This design comes from an exercise in tuning for small area on the open sky130 flow, not from production work.
Function was not checked in any run shown here: the RTL went through the layout flow alone.
No activity file was given, so power comes from the tool's default toggle rates.

<file path="flow/config.mk">
export PLATFORM = sky130hd
export DESIGN_NAME = rsign_ctrl
export DESIGN_NICKNAME = rsign_ctrl
export VERILOG_FILES = /design/flow/design.v
export SDC_FILE = /design/flow/constraint.sdc
export NUM_CORES = 4
export LEC_CHECK = 0
export CAP_MARGIN = 20
export CORE_MARGIN = 2
export CORE_UTILIZATION = 40
export SLEW_MARGIN = 20
</file>
<file path="flow/constraint.sdc">
create_clock -name core_clock -period 5.0 [get_ports {clk}]
set_input_delay 1.0000 -clock core_clock [delete_from_list [all_inputs] [get_ports {clk}]]
set_output_delay 1.0000 -clock core_clock [all_outputs]
set_load 0.01 [all_outputs]
</file>
<file path="flow/design.v">
module rsign_ctrl #(
    parameter int unsigned FM_DEPTH   = 64,
    parameter int unsigned PARA_WIDTH = 16,
    parameter int unsigned FM_SIZE    = 784,
    parameter int unsigned RSIGN_LAT  = 1
) (
    input  logic                                 clk,
    input  logic                                 rstn,
    input  logic                                 para_s_valid,
    input  logic [PARA_WIDTH-1:0]                para_s_data,
    output logic                                 para_s_ready,
    input  logic                                 win_valid,
    output logic                                 in_ready,
    output logic                                 rsign_valid,
    output logic [FM_DEPTH-1:0][PARA_WIDTH-1:0]  para_out,
    output logic                                 out_valid,
    output logic                                 frame_done,
    output logic                                 para_loaded,
    output logic [$clog2(FM_SIZE+1)-1:0]         win_cnt
);
    localparam int unsigned IdxW = (FM_DEPTH > 1) ? $clog2(FM_DEPTH) : 1;
    localparam int unsigned CntW = $clog2(FM_SIZE + 1);
    logic [IdxW-1:0]                      idx_q;
    logic                                 shadow_full_q;
    logic [FM_DEPTH-1:0][PARA_WIDTH-1:0]  shadow_q;
    logic [FM_DEPTH-1:0][PARA_WIDTH-1:0]  active_q;
    logic                                 para_loaded_q;
    logic                                 run_q;
    logic                                 vld_q;
    logic                                 last_q;
    logic [CntW-1:0]                      win_cnt_q;
    logic                                 beat, accept, last_acc, commit;
    assign para_s_ready = ~shadow_full_q;
    assign beat         = para_s_valid & ~shadow_full_q;
    assign in_ready     = run_q | (para_loaded_q & ~last_q & ~shadow_full_q);
    assign accept       = win_valid & in_ready;
    assign rsign_valid  = accept;
    assign out_valid    = vld_q;
    assign frame_done   = last_q;
    assign para_out     = active_q;
    assign para_loaded  = para_loaded_q;
    assign win_cnt      = win_cnt_q;
    assign last_acc = accept & (win_cnt_q == CntW'(FM_SIZE - 1));
    assign commit   = shadow_full_q & ~run_q;
    always_ff @(posedge clk) begin
        if (beat) shadow_q <= {para_s_data, shadow_q[FM_DEPTH-1:1]};
    end
    always_ff @(posedge clk or negedge rstn) begin
        if (!rstn) begin
            idx_q         <= '0;
            shadow_full_q <= 1'b0;
        end else if (beat) begin
            idx_q <= idx_q + IdxW'(1);
            if (idx_q == IdxW'(FM_DEPTH - 1)) shadow_full_q <= 1'b1;
        end else if (commit) begin
            shadow_full_q <= 1'b0;
        end
    end
    always_ff @(posedge clk or negedge rstn) begin
        if (!rstn) begin
            active_q      <= '0;
            para_loaded_q <= 1'b0;
        end else if (commit) begin
            active_q      <= shadow_q;
            para_loaded_q <= 1'b1;
        end
    end
    always_ff @(posedge clk or negedge rstn) begin
        if (!rstn) begin
            run_q     <= 1'b0;
            vld_q     <= 1'b0;
            last_q    <= 1'b0;
            win_cnt_q <= '0;
        end else begin
            vld_q  <= accept;
            last_q <= last_acc;
            if (accept) run_q <= ~last_acc;
            if (last_q) win_cnt_q <= '0;
            else if (accept) win_cnt_q <= win_cnt_q + CntW'(1);
        end
    end
endmodule
</file>
<file path="flow/run.sh">
#!/bin/bash
# synth_recipe.tcl (not shown) runs the flow's synth.tcl, then flattens the netlist and writes it again
# the make line also repeats each setting of config.mk as NAME=value (left out here)
make -C /OpenROAD-flow-scripts/flow DESIGN_CONFIG=/design/flow/config.mk WORK_HOME=/design/flow/orfs CLKGATE_MAP_FILE= SYNTH_SCRIPT=/design/flow/synth_recipe.tcl finish
</file>
==> results of run 1 <==
==> cell usage in the layout (no fill, tap or decap), types with 7 or more instances in the layout <==
cell type,Yosys,final
clkinv_2,0,39
clkdlybuf4s50_1,0,1058
nor2_1,9,9
bufinv_16,0,19
clkbuf_8,0,31
edfxtp_1,1024,1024
buf_12,0,24
clkbuf_16,0,207
xor2_1,7,7
clkbuf_1,2,50
mux2_1,249,249
mux2_2,776,776
clkinv_1,0,20
buf_4,77,51
dfrtp_1,1045,1045
==> area by class of cell <==
cell class	count	area, um^2
sequential	2069	56900
tap	2325	2909
clock inverter	102	1246
multi-input combinational	1087	11960
fill	14010	83340
timing repair buffer	1134	11470
inverter	2	7.507
clock buffer	288	5794
==> metrics by stage <==
step / cells / instance area, um^2
6_report: 7007 / 90290
5_1_grt: 7007 / 90290
4_1_cts: 7007 / 90290
3_5_place_dp: 6617 / 83250
3_3_place_gp: 6617 / 83250
2_1_floorplan: 3274 / 69790
==> power groups by stage <==
stage	registers [uW]	logic (uW)	clock network [uW]
after global routing	21900	2960	16900
final	21600	2760	15800
after detailed placement	22000	2830	0
after global placement	21900	2800	0
after CTS	21700	2840	16200
after floorplan	21600	844	0
==> worst max-delay path, cell delays in order, from the launching register on <==
cell             delay (ns)
dfrtp_1                0.55
nor3b_4                0.44
o21ai_0                0.26
inv_1                  0.13
clkdlybuf4s50_1        0.54
==> synthesized netlist by cell type, types with 2 or more instances <==
library cell and number:
a21oi_1 5, buf_2 15, buf_4 77, buf_6 22, clkbuf_1 2, dfrtp_1 1045
edfxtp_1 1024, ha_1 2, mux2_1 249, mux2_2 776, nand2_1 6, nand4_1 3
nor2_1 9, o2111ai_1 2, o21ai_0 6, or2_2 2, or3_1 4, xnor2_1 3
xor2_1 7
==> how the worst min path moves through the flow <==
stage / slack, ns / end / startpoint / cells past startpoint
after global placement: 0.42 / shadow_q[549]$_DFFE_PN_ / shadow_q[565]$_DFFE_PN_ / 0
final: 0.18 / active_q[415]$_DFFE_PN0P_ / rstn / 1
after global routing: 0.19 / active_q[415]$_DFFE_PN0P_ / rstn / 1
after floorplan: 0.42 / shadow_q[0]$_DFFE_PN_ / shadow_q[16]$_DFFE_PN_ / 0
after detailed placement: 0.43 / shadow_q[634]$_DFFE_PN_ / shadow_q[650]$_DFFE_PN_ / 0
after CTS: 0.19 / active_q[415]$_DFFE_PN0P_ / rstn / 1
==> logic make-up (layout without fill, tap and decap cells) <==
kind of cell | after synthesis | count (layout) | share of synthesized area (%)
XOR/XNOR | 10 | 10 | 0.1255
flip-flops | 2069 | 2069 | 81.55
buffers and inverters | 118 | 1526 | 1.313
AND/OR/NAND/NOR | 33 | 33 | 0.2762
AO/OA/AOI/OAI | 16 | 16 | 0.1399
adder cells (fa/ha/maj) | 2 | 2 | 0.03586
multiplexers | 1026 | 1026 | 16.56
==> state kept, by name (all words and copies together), names as in the netlist <==
signal,cells
para_loaded_q,1
idx_q,6
win_cnt_q,10
run_q,1
shadow_full_q,1
vld_q,1
active_q,1024
last_q,1
shadow_q,1024
==> metal layers <==
layer	track usage, %	wire [um]	part of all wire, %	up-vias
li1	-	-	-	14690
met1	22.18	65720	36	17850
met2	35.79	95150	53	1005
met3	7.355	14200	7.9	255
met4	6.440	5612	3.1	0
met5	0	0	0	-
==> impl_metrics.yaml, run 1 <==
run_status:
  status: "finished clean"
die:
  rows: 153
  io_pins: 1060
  die_w_um: 421.6
  coreArea_um2: 173600
  die_area_um2: 177800
  fp.dieH_um: 421.6
  initial_utilization_pct: 40.18
cts:
  cts.path.max_buffers: 3
  cts_buffers: 207
  cts_tree: "yes"
  cts_hold_buf: 0
  cts.htree.levels: 4
  ctsResizeCount: 0
  worstSkewPairLatency_ns: 0.86
  cts_setup_buffers: 0
  clock-root-buffer: "clkbuf_16"
  cts_sinks: 2069
  clk_pin_slew_ns: 0.06
finish:
  layout-drive-gt1-share_pct: 25.18
  utilization_pct: 52.00
  syn2layout_area_growth_pct: 29.41
  num_antenna_cells: 0
  fin_nets: 4523
pwr:
  p_per_area_nw_per_um2: 444.8
  power_uw: 40160
  p_seq_share_pct: 53.9
  intPower_uw: 30750
  ir_drop_uv: 307.2
  clockPowerShare_pct: 39.2
  p_comb_share_pct: 6.9
  p_leak_uw: 0.03410
  p_sw_uw: 9412
  swShare_pct: 23.44
global_route:
  grt_max_degree: 123
  grt_pass1_vias: 35420
  grt_pass1_wl_um: 257900
  grt_use_total_pct: 20.10
  overflow: 0
  antenna_found_initial: 2
timing:
  period_share_pct: 75.94
  grt_setup_unrepaired: "no"
  drv_slew: 0
  period_needed_ns: 3.797
  finalSetupViolCount: 0
  fin_hold_ws_ns: 0.1827
  fmax_mhz: 263.4
  finClkSkew_ns: 0.05560
  relSlewSlack_pct: 35.25
  worstMarginPinSlew_ns: 0.9713
  worst_slack_ns: 1.203
  setup_tns_ns: 0
  hold_viol_final: 0
detailed_routing:
  wl_per_cell_um: 25.78
  viasPerCell: 4.823
  dr_total_vias: 33800
  drtPass1Iterations: 4
  ant_nets: 0
  drt_iter0_drc: 2109
  drc: 0
  wirelength_um: 180700
worst_setup_path:
  critPathLaunchType: "flip-flop"
  worstSetupPathType: "reg2out"
  r2r-start: "shadow_full_q$_DFFE_PN0P_"
  cp.required_ns: 4.00
  reg2reg_to: "active_q[367]$_DFFE_PN0P_"
  crit_arrival_ns: 2.80
  crit_path_end_kind: "output port"
  cp-endpoint: "rsign_valid"
  cp_max_fo: 12
  reg2reg_slack_ns: 2.36
  reg2reg_depth: 5
  worstSetupStartpoint: "last_q$_DFF_PN0_"
placement:
  portBuffers: 1059
  pre_cts_ws_ns: 1.543
  place_congestion: 0.8223
  hpwl_um: 128700
synthesis:
  synth_area_um2: 69770
  ys_ff_latch: 2069
  synth_cell_type_count: 34
  async_flop_share_pct: 50.51
  synth_top_cell_by_area: "edfxtp_1"
  postSynthCellCount: 3274
  yosys_warnings: 1
  syn_area_per_cell_um2: 21.31
  synth_edf_count: 1024
  synth_area_leaders: "edfxtp_1 44%, dfrtp_1 37%, mux2_2 13%, mux2_1 4.0%, buf_4 0.83%"
  ys_seq_area_share_pct: 81.55
  synth_top_cell_area_share_pct: 44.07
  syn_nets: 3296
  synth_ff_type: "dfrtp_1"
worst_hold_path:
  hp-class: "in2async"
job:
  max_cap_violations: 0
==> run 2, diff against run 1 <==
==> flow/flow/run.sh (new file) <==
#!/bin/bash
# Standard ORFS layout, with the smallest buffer on the ports and no CTS dummy loads.
set -euo pipefail
export BUFFER_PORTS_ARGS="-buffer_cell sky130_fd_sc_hd__buf_1"
export CTS_ARGS="-sink_clustering_enable -repair_clock_nets -dont_use_dummy_load"
bash standard.sh > standard_flow.log 2>&1
==> flow/standard.sh (new file) <==
#!/bin/bash
# synth_recipe.tcl (not shown) runs the flow's synth.tcl, then flattens the netlist and writes it again
# the make line also repeats each setting of config.mk as NAME=value (left out here)
make -C /OpenROAD-flow-scripts/flow DESIGN_CONFIG=/design/flow/config.mk WORK_HOME=/design/flow/orfs CLKGATE_MAP_FILE= SYNTH_SCRIPT=/design/flow/synth_recipe.tcl "${@:-finish}"
removed: flow/run.sh
==> run 2 against run 1 <==
Die area stayed put. Still clean on timing, DRC and antenna. Utilization shrank 5.0 points. Fmax increased by 15%. Setup slack gained 0.50 ns. Final cell count decreased by 2.7%. Clock power fell by 19%. Via count decreased by 0.88%. Register-to-register slack improved by 0.02 ns. Flip-flop and latch count is the same. Combinational power shrank 22%. Sequential power barely moved.
==> impl_metrics.yaml, run 2 <==
job:
  max_cap_violations: 0
timing:
  finClkSkew_ns: 0.09494
  finalSetupViolCount: 0
  relSlewSlack_pct: 31.39
  worstMarginPinSlew_ns: 1.029
  drv_slew: 0
  setup_tns_ns: 0
  fmax_mhz: 303.0
  hold_viol_final: 0
  period_share_pct: 66.00
  period_needed_ns: 3.300
  grt_setup_unrepaired: "no"
pwr:
  p_leak_uw: 0.03027
  power_uw: 36530
  p_per_area_nw_per_um2: 447.3
  ir_drop_uv: 345.6
cts:
  cts_sinks: 2069
  cts_setup_buffers: 0
  cts_hold_buf: 0
  cts.htree.levels: 4
  clk_pin_slew_ns: 0.06
  ctsResizeCount: 0
  clock-root-buffer: "clkbuf_16"
  cts_tree: "yes"
  worstSkewPairLatency_ns: 0.85
  cts_buffers: 202
  cts.path.max_buffers: 3
detailed_routing:
  drtPass1Iterations: 5
  viasPerCell: 4.913
  wirelength_um: 172400
  wl_per_cell_um: 25.28
  dr_total_vias: 33500
  drt_iter0_drc: 1983
  drc: 0
  ant_nets: 0
synthesis:
  ys_ff_latch: 2069
  async_flop_share_pct: 50.51
  postSynthCellCount: 3274
  synth_most_common_cell: "dfrtp_1"
  syn_area_per_cell_um2: 21.31
  synth_ff_type: "dfrtp_1"
  synth_common_cells: "1045 x dfrtp_1, 1024 x edfxtp_1, 776 x mux2_2"
  synth_area_leaders: "edfxtp_1 44%, dfrtp_1 37%, mux2_2 13%, mux2_1 4.0%, buf_4 0.83%"
  syn_nets: 3296
  synth_top_cell_by_area: "edfxtp_1"
  synth_top_cell_area_share_pct: 44.07
  synth_edf_count: 1024
  ys_seq_area_share_pct: 81.55
  yosys_warnings: 1
  synth_cell_type_count: 34
  synth_area_um2: 69770
die:
  coreArea_um2: 173600
  die_w_um: 421.6
  rows: 153
  io_pins: 1060
  fp.dieH_um: 421.6
  die_area_um2: 177800
  initial_utilization_pct: 40.18
finish:
  num_antenna_cells: 0
  layout_commonest_cell: "buf_1"
  layout-drive-gt1-share_pct: 23.61
  syn2layout_area_growth_pct: 17.06
  layout_common_cells: "1058 x buf_1, 1045 x dfrtp_1, 1024 x edfxtp_1, 776 x mux2_2, 249 x mux2_1"
  n_fill_cell: 14910
  fin_nets: 4518
  largestRegisters: "active_q x1024, shadow_q x1024, win_cnt_q x10"
worst_setup_path:
  reg2reg_depth: 5
  reg2reg_to: "active_q[48]$_DFFE_PN0P_"
  cp.required_ns: 4.00
  r2r-start: "shadow_full_q$_DFFE_PN0P_"
  critPathLaunchType: "flip-flop"
  worstSetupPathType: "reg2out"
  reg2reg_slack_ns: 2.38
  crit_path_end_kind: "output port"
  cp_max_fo: 12
  crit_arrival_ns: 2.30
global_route:
  antenna_found_initial: 1
  grtUsageMet1_pct: 21.76
  grt_pass1_vias: 34950
  grt_use_total_pct: 19.23
  grt_pass1_wl_um: 249100
  overflow: 0
  top_usage_layer: "met2"
  grt_use_met3_pct: 6.047
  gr-usage-met2_pct: 34.23
  grt_max_degree: 159
placement:
  hpwl_um: 123900
  place_congestion: 0.8157
  portBuffers: 1059
run_status:
  status: "finished clean"
worst_hold_path:
  hp-class: "in2async"
run 2: changes by cell type in the layout (fill, tap and decap cells not counted), sizes merged:
cell	previous run	this run
clkbuf	288	203
clkinv	70	0
buf	76	1133
inv	9	2
clkinvlp	6	0
bufinv	19	0
clkdlybuf4s50	1058	0
run 2: final cells by class:
| cell class | instances | area [um^2] | area share (%) |
|---|---|---|---|
| Clock buffer | 202 | 5055 | 6.189 |
| Inverter | 2 | 7.507 | 0.009191 |
| Multi-Input combinational cell | 1087 | 11960 | 14.65 |
| Sequential cell | 2069 | 56900 | 69.67 |
| Tap cell | 2325 | 2909 | 3.562 |
| Timing Repair Buffer | 1134 | 4842 | 5.928 |
run 2: worst max path at each step:
stage	from	end	slack, ns	cells after the start
after floorplan	para_s_valid	idx_q[5]$_DFFE_PN0N_	0.45	5
after global placement	para_s_valid	shadow_q[571]$_DFFE_PN_	1.95	4
after detailed placement	para_s_valid	shadow_q[583]$_DFFE_PN_	1.95	4
after CTS	last_q$_DFF_PN0_	rsign_valid	1.62	4
after global routing	last_q$_DFF_PN0_	rsign_valid	1.53	4
final	last_q$_DFF_PN0_	rsign_valid	1.70	4
run 2: cell families (layout without fill, tap and decap cells):
family	after synthesis	count (layout)	synth area share [%]
compound gates	16	16	0.1399
xor+xnor	10	10	0.1255
fa+ha+maj	2	2	0.03586
buf+inv	118	1338	1.313
flops	2069	2069	81.55
mux	1026	1026	16.56
simple gates	33	33	0.2762
run 2: power by group:
part           switching [uW]  internal, uW  leakage (uW)
Sequential               1230         20400        0.0222
Combinational            1510           624       0.00559
Clock                    5720          7030       0.00249
Total                    8470         28100        0.0303
run 2: critical path, cell delays in order (launching register included):
cell and delay [ns]:
dfrtp_1 0.56, nor3b_4 0.43, o21ai_0 0.25, inv_1 0.13, buf_1 0.16
run 2: per-stage QoR:
stage	instances	area (um^2)	hold slack, ns	utilization [%]	setup slack [ns]
after floorplan	3274	69790	0.4204	-	0.4511
final	6819	81680	0.1946	47.04	1.700
after detailed placement	6617	76620	0.4271	44.13	1.950
after global routing	6819	81680	0.1437	47.04	1.528
after global placement	6616	76600	0.4219	44.12	1.946
after CTS	6819	81680	0.1245	47.04	1.617
run 2: routing by layer:
layer / share of wire (%) / vias to the layer above
met2: 53 / 985
li1: - / 14510
met4: 3.2 / 0
met5: 0 / -
met1: 37 / 17760
met3: 7.1 / 251
==> run 3, diff against run 2 <==
--- a/flow/design.v
+++ b/flow/design.v
@@ -22,2 +22,4 @@
     localparam int unsigned CntW = $clog2(FM_SIZE + 1);
+    typedef enum logic [1:0] {StIdle, StReady, StRun, StDrain} state_e;
+    state_e                               state_q, state_d;
     logic [IdxW-1:0]                      idx_q;
@@ -27,6 +29,5 @@
     logic                                 para_loaded_q;
-    logic                                 run_q;
-    logic                                 vld_q;
-    logic                                 last_q;
-    logic [CntW-1:0]                      win_cnt_q;
+    logic [CntW-1:0]                      win_cnt_q, win_cnt_d;
+    logic [RSIGN_LAT-1:0]                 vld_pipe_q, vld_pipe_d;
+    logic [RSIGN_LAT-1:0]                 last_pipe_q, last_pipe_d;
     logic                                 beat, accept, last_acc, commit;
@@ -34,7 +35,6 @@
     assign beat         = para_s_valid & ~shadow_full_q;
-    assign in_ready     = run_q | (para_loaded_q & ~last_q & ~shadow_full_q);
     assign accept       = win_valid & in_ready;
     assign rsign_valid  = accept;
-    assign out_valid    = vld_q;
-    assign frame_done   = last_q;
+    assign out_valid    = vld_pipe_q[RSIGN_LAT-1];
+    assign frame_done   = out_valid & last_pipe_q[RSIGN_LAT-1];
     assign para_out     = active_q;
@@ -42,6 +42,33 @@
     assign win_cnt      = win_cnt_q;
-    assign last_acc = accept & (win_cnt_q == CntW'(FM_SIZE - 1));
-    assign commit   = shadow_full_q & ~run_q;
-    always_ff @(posedge clk) begin
-        if (beat) shadow_q <= {para_s_data, shadow_q[FM_DEPTH-1:1]};
+    assign commit = shadow_full_q &
+                    ((state_q == StIdle) | (state_q == StReady) |
+                     ((state_q == StDrain) & frame_done));
+    assign last_acc = accept & ((state_q == StReady) ? (FM_SIZE == 1)
+                                                     : (win_cnt_q == CntW'(FM_SIZE - 1)));
+    always_ff @(posedge clk or negedge rstn) begin
+        if (!rstn) begin
+            state_q <= StIdle;
+        end else begin
+            state_q <= state_d;
+        end
+    end
+    always_comb begin
+        state_d = state_q;
+        unique case (state_q)
+            StIdle:  if (commit) state_d = StReady;
+            StReady: if (accept) state_d = (FM_SIZE == 1) ? StDrain : StRun;
+            StRun:   if (last_acc) state_d = StDrain;
+            StDrain: if (frame_done) state_d = StReady;
+            default: state_d = StIdle;
+        endcase
+    end
+    always_comb begin
+        in_ready = 1'b0;
+        unique case (state_q)
+            StIdle:  in_ready = 1'b0;
+            StReady: in_ready = ~shadow_full_q;
+            StRun:   in_ready = 1'b1;
+            StDrain: in_ready = 1'b0;
+            default: in_ready = 1'b0;
+        endcase
     end
@@ -51,5 +78,11 @@
             shadow_full_q <= 1'b0;
+            shadow_q      <= '0;
         end else if (beat) begin
-            idx_q <= idx_q + IdxW'(1);
-            if (idx_q == IdxW'(FM_DEPTH - 1)) shadow_full_q <= 1'b1;
+            shadow_q[idx_q] <= para_s_data;
+            if (idx_q == IdxW'(FM_DEPTH - 1)) begin
+                idx_q         <= '0;
+                shadow_full_q <= 1'b1;
+            end else begin
+                idx_q <= idx_q + IdxW'(1);
+            end
         end else if (commit) begin
@@ -67,14 +100,29 @@
     end
+    always_comb begin
+        win_cnt_d = win_cnt_q;
+        if ((state_q == StDrain) && frame_done) begin
+            win_cnt_d = '0;
+        end else if (accept) begin
+            win_cnt_d = (state_q == StReady) ? CntW'(1) : win_cnt_q + CntW'(1);
+        end
+    end
+    always_comb begin
+        vld_pipe_d     = vld_pipe_q;
+        last_pipe_d    = last_pipe_q;
+        vld_pipe_d[0]  = accept;
+        last_pipe_d[0] = last_acc;
+        for (int i = 1; i < RSIGN_LAT; i++) begin
+            vld_pipe_d[i]  = vld_pipe_q[i-1];
+            last_pipe_d[i] = last_pipe_q[i-1];
+        end
+    end
     always_ff @(posedge clk or negedge rstn) begin
         if (!rstn) begin
-            run_q     <= 1'b0;
-            vld_q     <= 1'b0;
-            last_q    <= 1'b0;
-            win_cnt_q <= '0;
+            win_cnt_q   <= '0;
+            vld_pipe_q  <= '0;
+            last_pipe_q <= '0;
         end else begin
-            vld_q  <= accept;
-            last_q <= last_acc;
-            if (accept) run_q <= ~last_acc;
-            if (last_q) win_cnt_q <= '0;
-            else if (accept) win_cnt_q <= win_cnt_q + CntW'(1);
+            win_cnt_q   <= win_cnt_d;
+            vld_pipe_q  <= vld_pipe_d;
+            last_pipe_q <= last_pipe_d;
         end
==> flow/run.sh (new file) <==
#!/bin/bash
# synth_recipe.tcl (not shown) runs the flow's synth.tcl, then flattens the netlist and writes it again
# the make line also repeats each setting of config.mk as NAME=value (left out here)
make -C /OpenROAD-flow-scripts/flow DESIGN_CONFIG=/design/flow/config.mk WORK_HOME=/design/flow/orfs CLKGATE_MAP_FILE= SYNTH_SCRIPT=/design/flow/synth_recipe.tcl finish
removed: flow/flow/run.sh
removed: flow/standard.sh
==> run 3 against run 2 <==
Clock power up 25%. Critical path depth up 2. Synthesized area up 12%. Sequential share of layout area down 17 points. Clock-buffer cell count up 121. Utilization up 3.7 points. Combinational power rose to 3.3 times the previous value. Register-to-register slack worse by 1.6 ns. Design area up 21%. Flip-flop and latch count up 1. Fmax down 25%. First-iteration DRC count up 19%. Critical endpoint unchanged.
==> impl_metrics.yaml, run 3 <==
cts:
  cts_tree: "yes"
  cts_buffers: 214
  cts_setup_buffers: 0
  cts_hold_buf: 0
  cts.path.max_buffers: 3
  clock-root-buffer: "clkbuf_16"
  worstSkewPairLatency_ns: 0.85
  clk_pin_slew_ns: 0.06
  cts_sinks: 2070
  cts.htree.levels: 4
  ctsResizeCount: 0
timing:
  worstMarginPinSlew_ns: 1.101
  fmax_mhz: 226.5
  relSlewSlack_pct: 26.57
  setup_tns_ns: 0
  drv_slew: 0
  hold_viol_final: 0
  period_needed_ns: 4.415
  grt_setup_unrepaired: "no"
  finClkSkew_ns: 0.04252
  finalSetupViolCount: 0
  period_share_pct: 88.30
pwr:
  p_seq_share_pct: 48.7
  swShare_pct: 25.90
  p_comb_share_pct: 15.8
  ir_drop_uv: 294.9
  power_uw: 44970
  p_leak_uw: 0.04844
  p_per_area_nw_per_um2: 455.8
  intPower_uw: 33320
  clockPowerShare_pct: 35.5
  p_sw_uw: 11650
run_status:
  status: "finished clean"
synthesis:
  syn_area_per_cell_um2: 16.72
  synth_area_leaders: "dfrtp_1 66%, mux2_2 29%, clkbuf_1 0.86%, buf_2 0.41%, buf_4 0.39%"
  syn_nets: 4693
  async_flop_share_pct: 100.0
  postSynthCellCount: 4664
  yosys_warnings: 1
  synth_area_um2: 77980
  synth_edf_count: 0
  ys_ff_latch: 2070
  synth_ff_type: "dfrtp_1"
  synth_cell_type_count: 56
  synth_common_cells: "2070 x dfrtp_1, 2033 x mux2_2, 179 x clkbuf_1"
  synth_top_cell_area_share_pct: 66.42
  ys_seq_area_share_pct: 66.42
  synth_most_common_cell: "dfrtp_1"
  synth_top_cell_by_area: "dfrtp_1"
global_route:
  overflow: 0
  grt_pass1_vias: 44850
  grt_max_degree: 162
  grt_use_total_pct: 23.38
  antenna_found_initial: 15
  grt_pass1_wl_um: 333500
worst_setup_path:
  worstSetupPathType: "reg2out"
  cp_max_fo: 15
  crit_arrival_ns: 3.41
  cp_slowest_stage_delay_ns: 0.79
  critPathLaunchType: "flip-flop"
  crit_path_end_kind: "output port"
  cpMostUsedCell: "inv_1"
  cp.required_ns: 4.00
  crit_chain: "inv_1 > ha_1 > nor2b_1 > o21ai_1 > inv_1 > clkdlybuf4s50_1"
  critPathSlowestCell: "o21ai_1"
detailed_routing:
  drc: 0
  drt_iter0_drc: 2351
  wirelength_um: 234300
  drtPass1Iterations: 5
  wl_per_cell_um: 27.71
  viasPerCell: 5.138
  ant_nets: 0
  dr_total_vias: 43450
finish:
  multi_input_area_um2: 24780
  largestRegisters: "active_q x1024, shadow_q x1024, win_cnt_q x10"
  layout_common_cells: "2070 x dfrtp_1, 2033 x mux2_2, 1042 x clkdlybuf4s50_1, 216 x clkbuf_16, 89 x buf_4"
  layout-drive-gt1-share_pct: 43.51
  syn2layout_area_growth_pct: 26.53
  seqCellArea_um2: 51800
  n_fill_cell: 16440
  fin_nets: 5764
  layout_commonest_cell: "dfrtp_1"
job:
  max_cap_violations: 0
worst_hold_path:
  hp-class: "in2async"
die:
  rows: 162
  fp.dieH_um: 445.5
  coreArea_um2: 194400
  io_pins: 1060
  initial_utilization_pct: 40.12
  die_w_um: 445.5
  die_area_um2: 198500
placement:
  place_congestion: 0.8147
  portBuffers: 1059
  hpwl_um: 153100
-- run 3: changes by cell type after synthesis, moves of 13 or more --
cell	previous run	this run
buf_2	15	64
mux2_1	249	16
nand2_2	0	32
mux2_2	776	2033
buf_1	0	24
buf_4	77	40
buf_6	22	3
clkbuf_1	2	179
nand2_1	6	21
dfrtp_1	1045	2070
inv_1	1	14
edfxtp_1	1024	0
nor2_1	9	23
-- run 3: cell type report --
class / instances / share of cell area, %
sequential: 2070 / 52.50
multi-input combinational: 2270 / 25.11
timing repair buffer: 1165 / 11.89
clock buffer: 323 / 6.453
tap: 2542 / 3.223
clock inverter: 65 / 0.7519
inverter: 14 / 0.05326
antenna: 7 / 0.01775
-- run 3: stage by stage --
step	cells	util, %	setup slack (ns)	area (um^2)	hold WS, ns
6_report	8456	50.76	0.5852	98670	0.1756
4_1_cts	8449	50.75	0.5522	98650	0.1449
5_1_grt	8452	50.76	0.3427	98660	0.1685
3_5_place_dp	8061	47.10	0.7721	91550	0.4552
2_1_floorplan	4664	-	1.962	77980	0.4541
3_3_place_gp	8061	47.09	0.8199	91540	0.4486
-- run 3: kinds of logic after synthesis --
| family | share of synthesized area (%) |
|---|---|
| fa+ha+maj | 0.1444 |
| xor+xnor | 0.2134 |
| mux | 29.62 |
| simple gates | 1.385 |
| flops | 66.42 |
| buf+inv | 1.884 |
| compound gates | 0.3305 |
-- run 3: worst paths after layout --
path	slack [ns]	startpoint	depth (start not counted)	endpoint
min	0.18	rstn	1	shadow_q[766]$_DFFE_PN0P_
max in group asynchronous	3.30	rstn	2	active_q[75]$_DFFE_PN0P_
max	0.59	state_q[1]$_DFFE_PN0P_	6	rsign_valid
min in group core_clock	0.46	para_loaded_q$_DFFE_PN0P_	1	para_loaded_q$_DFFE_PN0P_
max reg2reg	0.77	idx_q[2]$_DFFE_PN0P_	8	shadow_q[862]$_DFFE_PN0P_
min reg2reg	0.46	para_loaded_q$_DFFE_PN0P_	1	para_loaded_q$_DFFE_PN0P_
-- run 3: per-layer routing --
| metal | track usage, % | vias up | part of all wire [%] |
|---|---|---|---|
| li1 | - | 18560 | - |
| met5 | 0 | - | 0 |
| met4 | 10.76 | 0 | 5.2 |
| met1 | 27.60 | 23510 | 39 |
| met2 | 40.21 | 1004 | 51 |
| met3 | 5.653 | 372 | 5.3 |
-- run 3: power groups by stage --
stage / Combinational (uW) / Clock, uW / Sequential (uW)
global placement: 7030 / 0 / 22000
global route: 7650 / 17000 / 22400
CTS: 7250 / 16300 / 21900
finish: 7100 / 16000 / 21900
detailed placement: 7230 / 0 / 22200
floorplan: 4360 / 0 / 21800
-- run 3: worst max-delay path, delay by kind of cell (launching register included) --
| family | cells | cell delay (ns) |
|---|---|---|
| adders and majority gates | 1 | 0.31 |
| and+or+nand+nor | 1 | 0.11 |
| DFF | 1 | 0.41 |
| AOI/OAI and AO/OA | 1 | 0.79 |
| buffers and inverters | 3 | 0.94 |

-- what the ideal ports hide --
The results above use ideal ports. As a check the final layouts listed here were re-extracted and re-timed, cells and wires unchanged.
Step 1, drivers: a clkbuf_16 drives clk and a buf_2 each remaining input, both assumed.
Step 2 times the ports against the registers' clock, not the clock port: input delays grow and output delays shrink by t, the midpoint of the rising clock arrivals with the driver on.
Three values: ideal, step 1, step 2; two values: the first two.
run	t, ns	setup WS [ns]	hold slack, ns	worst register clock-pin slew, ns	worst data-port slew with drivers (ns)
run 1	0.917	1.203 / 1.120 / 1.511	0.183 / 0.151 / 0.404	0.07 / 0.07	0.06
run 2	0.883	1.700 / 1.619 / 1.901	0.195 / 0.139 / 0.363	0.06 / 0.06	0.07
run 3	0.917	0.585 / 0.500 / 0.703	0.176 / 0.175 / 0.464	0.07 / 0.07	0.18
After both steps setup and hold are still met in every run listed.
